Context: an optimization exercise on an open-source flow, tuned for small area, a short achievable clock period and few clock cycles per item. The choices shown serve that exercise and are no tape-out recipe. Power is estimated from default activity; no workload was simulated.

Setup of run 1:
==> flow/design.v (excerpt) <==
module tlb_lru_random_replace_top(
	input  logic                 clk,
	input  logic                 arst_n,
	input  logic                 cfg_we,
	input  logic                 cfg_data,
	input  logic                 in_valid,
	output logic                 in_stall,
	input  tlbrr_pkg::in_item_t  in_data,
	output logic                 out_valid,
	input  logic                 out_stall,
	output tlbrr_pkg::out_item_t out_data
);
	logic                 acc;
	logic                 r_v;
	tlbrr_pkg::out_item_t r_data;
	tlbrr_ctrl u_ctrl (
		.clk       (clk),
		.arst_n    (arst_n),
		.in_valid  (in_valid),
		.in_stall  (in_stall),
		.acc       (acc),
		.r_v       (r_v),
		.r_data    (r_data),
		.out_valid (out_valid),
		.out_stall (out_stall),
		.out_data  (out_data)
	);
	tlbrr_datapath u_dp (
		.clk      (clk),
		.arst_n   (arst_n),
		.cfg_we   (cfg_we),
		.cfg_data (cfg_data),
		.acc      (acc),
		.in_data  (in_data),
		.r_v      (r_v),
		.r_data   (r_data)
	);
endmodule
clock: 7.5 ns
lec_check: 0
cap_margin: 20
core_margin: 2
core_utilization: 40
cts_cluster_diameter: 100
cts_cluster_size: 24
setup_slack_margin: 4.3
slew_margin: 20
run.sh (not shown) runs the stock make flow with config.mk's settings and CLKGATE_MAP_FILE= SYNTH_SCRIPT=/design/flow/synth_recipe.tcl, a recipe that flattens the netlist after the stock synthesis.
> inputs changed (run 1 -> run 2)
- changing SLEW_MARGIN from 20 to 60
- changing SETUP_SLACK_MARGIN from 4.3 to 4.7
Findings:
Run 2 | status: complete | timing, DRC, antenna: pass
Run 1 -> run 2: wire length of the first global-routing pass increased by a few percent
Relative to run 1, worst path buffer plus inverter count increased by 2 in run 2.
Summary of run 2 over run 1: delay of the slowest cell on the worst path shows no meaningful change; total detailed-routing wirelength increased by 12% relative to the old numbers; part of the Yosys area used for sequential elements was more or less identical.
In the tables for run 2 and run 1, maximum net fanout on the critical path reads higher with run 1.
Number of combinational gates with multiple inputs in run 2 is 0.89% higher than in run 1
Run 1 vs run 2, cell with the biggest individual delay on the critical path: or4_4 vs nor2_2
Delta(global-route usage, run 2 - run 1) > 0
Here is what was changed in the inputs of run 3 compared with run 2.
- SLEW_MARGIN now 20, was 60
- SETUP_SLACK_MARGIN now 4.5, was 4.7
Findings:
Compare run 2 and run 3 | final critical delay including setup and external delays higher: run 2
Summary of run 3 over run 2: part of the total power dissipated in combinational logic now smaller, core utilization lower.
Fraction of area in non-clock buffers: run 3 lower than run 2
Diff run 2 and run 3: count of buffers added by post-CTS timing repair for setup lower in run 3
#### Input delta (run 4 over run 3)
- a deleted CTS_CLUSTER_SIZE that had been 24
- a deleted CTS_CLUSTER_DIAMETER that had been 100
[summary]
- The setup slack of run 4 is larger than that of run 3.
- Total wire length delta (run 4 − run 3): unfavourable
- Run 4 vs run 3, final cell count went up by 116.
- Diff run 3 -> run 4: cell area climbed 4.2%, H-tree level count climbed 1, highest attainable clock frequency climbed 1.3%, global-route usage climbed 0.25 points, total power climbed about 22%.
- Relative to run 3, run 4 degrades final hold slack.
- Looking at time the worst path needs with I/O delays and setup across both flows, run 4 is the stronger of the two, with run 3 trailing.
- For I/O pin count, run 4 and run 3 come out practically identical.
The following lists how run 5 was set up differently from run 4:
- swapping 20 for 80 in SLEW_MARGIN
- putting CTS_CLUSTER_DIAMETER at 100 where nothing was set
- putting CTS_CLUSTER_SIZE at 24 where nothing was set
- swapping 20 for 40 in CAP_MARGIN
### Flow results
Run 5 against run 4: estimated wirelength of the detail-placed design rose by 6300 um; combinational cell fraction of total power shows an increase of 2.4 points; least setup slack across all paths after layout dropped 0.15 ns. The launch point of the critical path comes out u_dp.free_any_q in one run and u_dp.lru_q[5] in the other, namely in run 5 and run 4 respectively. The higher hold slack came out of run 5. Compared with run 4, the detailed router inserted more vias in run 5. Run 5 ended up with more standard cells than run 4.
diff inputs: run 5 => run 6
- an added CTS_BUF_LIST of sky130_fd_sc_hd__clkbuf_8
- a change of CAP_MARGIN from 40 to 20
- a change of SLEW_MARGIN from 80 to 20
- a deleted CTS_CLUSTER_DIAMETER that had been 100
- a change of CTS_CLUSTER_SIZE from 24 to 20
- Against run 5, run 6 comes in 0.15 points higher on global-route usage over all layers.
- Every stage of the flow completed for run 6, and the final layout passed the timing, DRC and antenna checks.
- In run 6, the first-iteration DRC count came out 4.0% above the value in run 5.
- Compare run 5 and run 6 | final worst-path cycle share lower: run 6
- | final total power | higher: run 6 |
- Run 6 ends up with higher switching power share of the total than run 5 does.
- Post-CTS setup-driven buffer insertion count, run 5 and run 6: smaller value in run 6
- On run 6: final worst slack is 0.094 ns higher than what run 5 gave.
- Summary of the comparison: power density over cell area is higher in run 6, relative to run 5.
No functional check of the RTL was part of any run of this note.

re-timing with driven ports:
The flow's constraints put no driver on any port. The routed layouts listed below were extracted and timed again, unchanged, in two steps.
Step 1 (the two cells are an assumption about what drives the block):
set clk [get_ports {clk}]
set_driving_cell -lib_cell sky130_fd_sc_hd__clkbuf_16 $clk
set_driving_cell -lib_cell sky130_fd_sc_hd__buf_2 [delete_from_list [all_inputs] $clk]
Step 2 adds t to the input delays and takes it off the output delays; t is the mean of the earliest and latest rising clock arrival at the registers after step 1. Input paths then give back, and output paths get back, about the clock's delay inside the block.
Three values: ideal ports, drivers, drivers and shift; two values: the first two.
| run | shift t [ns] | slack for setup (ns) | worst data-port slew with drivers (ns) |
|---|---|---|---|
| run 1 | 0.730 | 4.237 / 4.237 / 3.721 | 0.06 |
| run 2 | 0.742 | 4.338 / 4.338 / 3.937 | 0.05 |
| run 3 | 0.732 | 4.367 / 4.367 / 3.896 | 0.06 |
| run 4 | 0.774 | 4.406 / 4.406 / 3.763 | 0.06 |
| run 5 | 0.746 | 4.257 / 4.257 / 3.918 | 0.06 |
| run 6 | 0.919 | 4.351 / 4.351 / 3.665 | 0.06 |
After both steps every run listed still meets setup and hold. The setup slack of run 6, which loses most, moves by 0.000 ns with the drivers and by -0.686 ns with both steps.
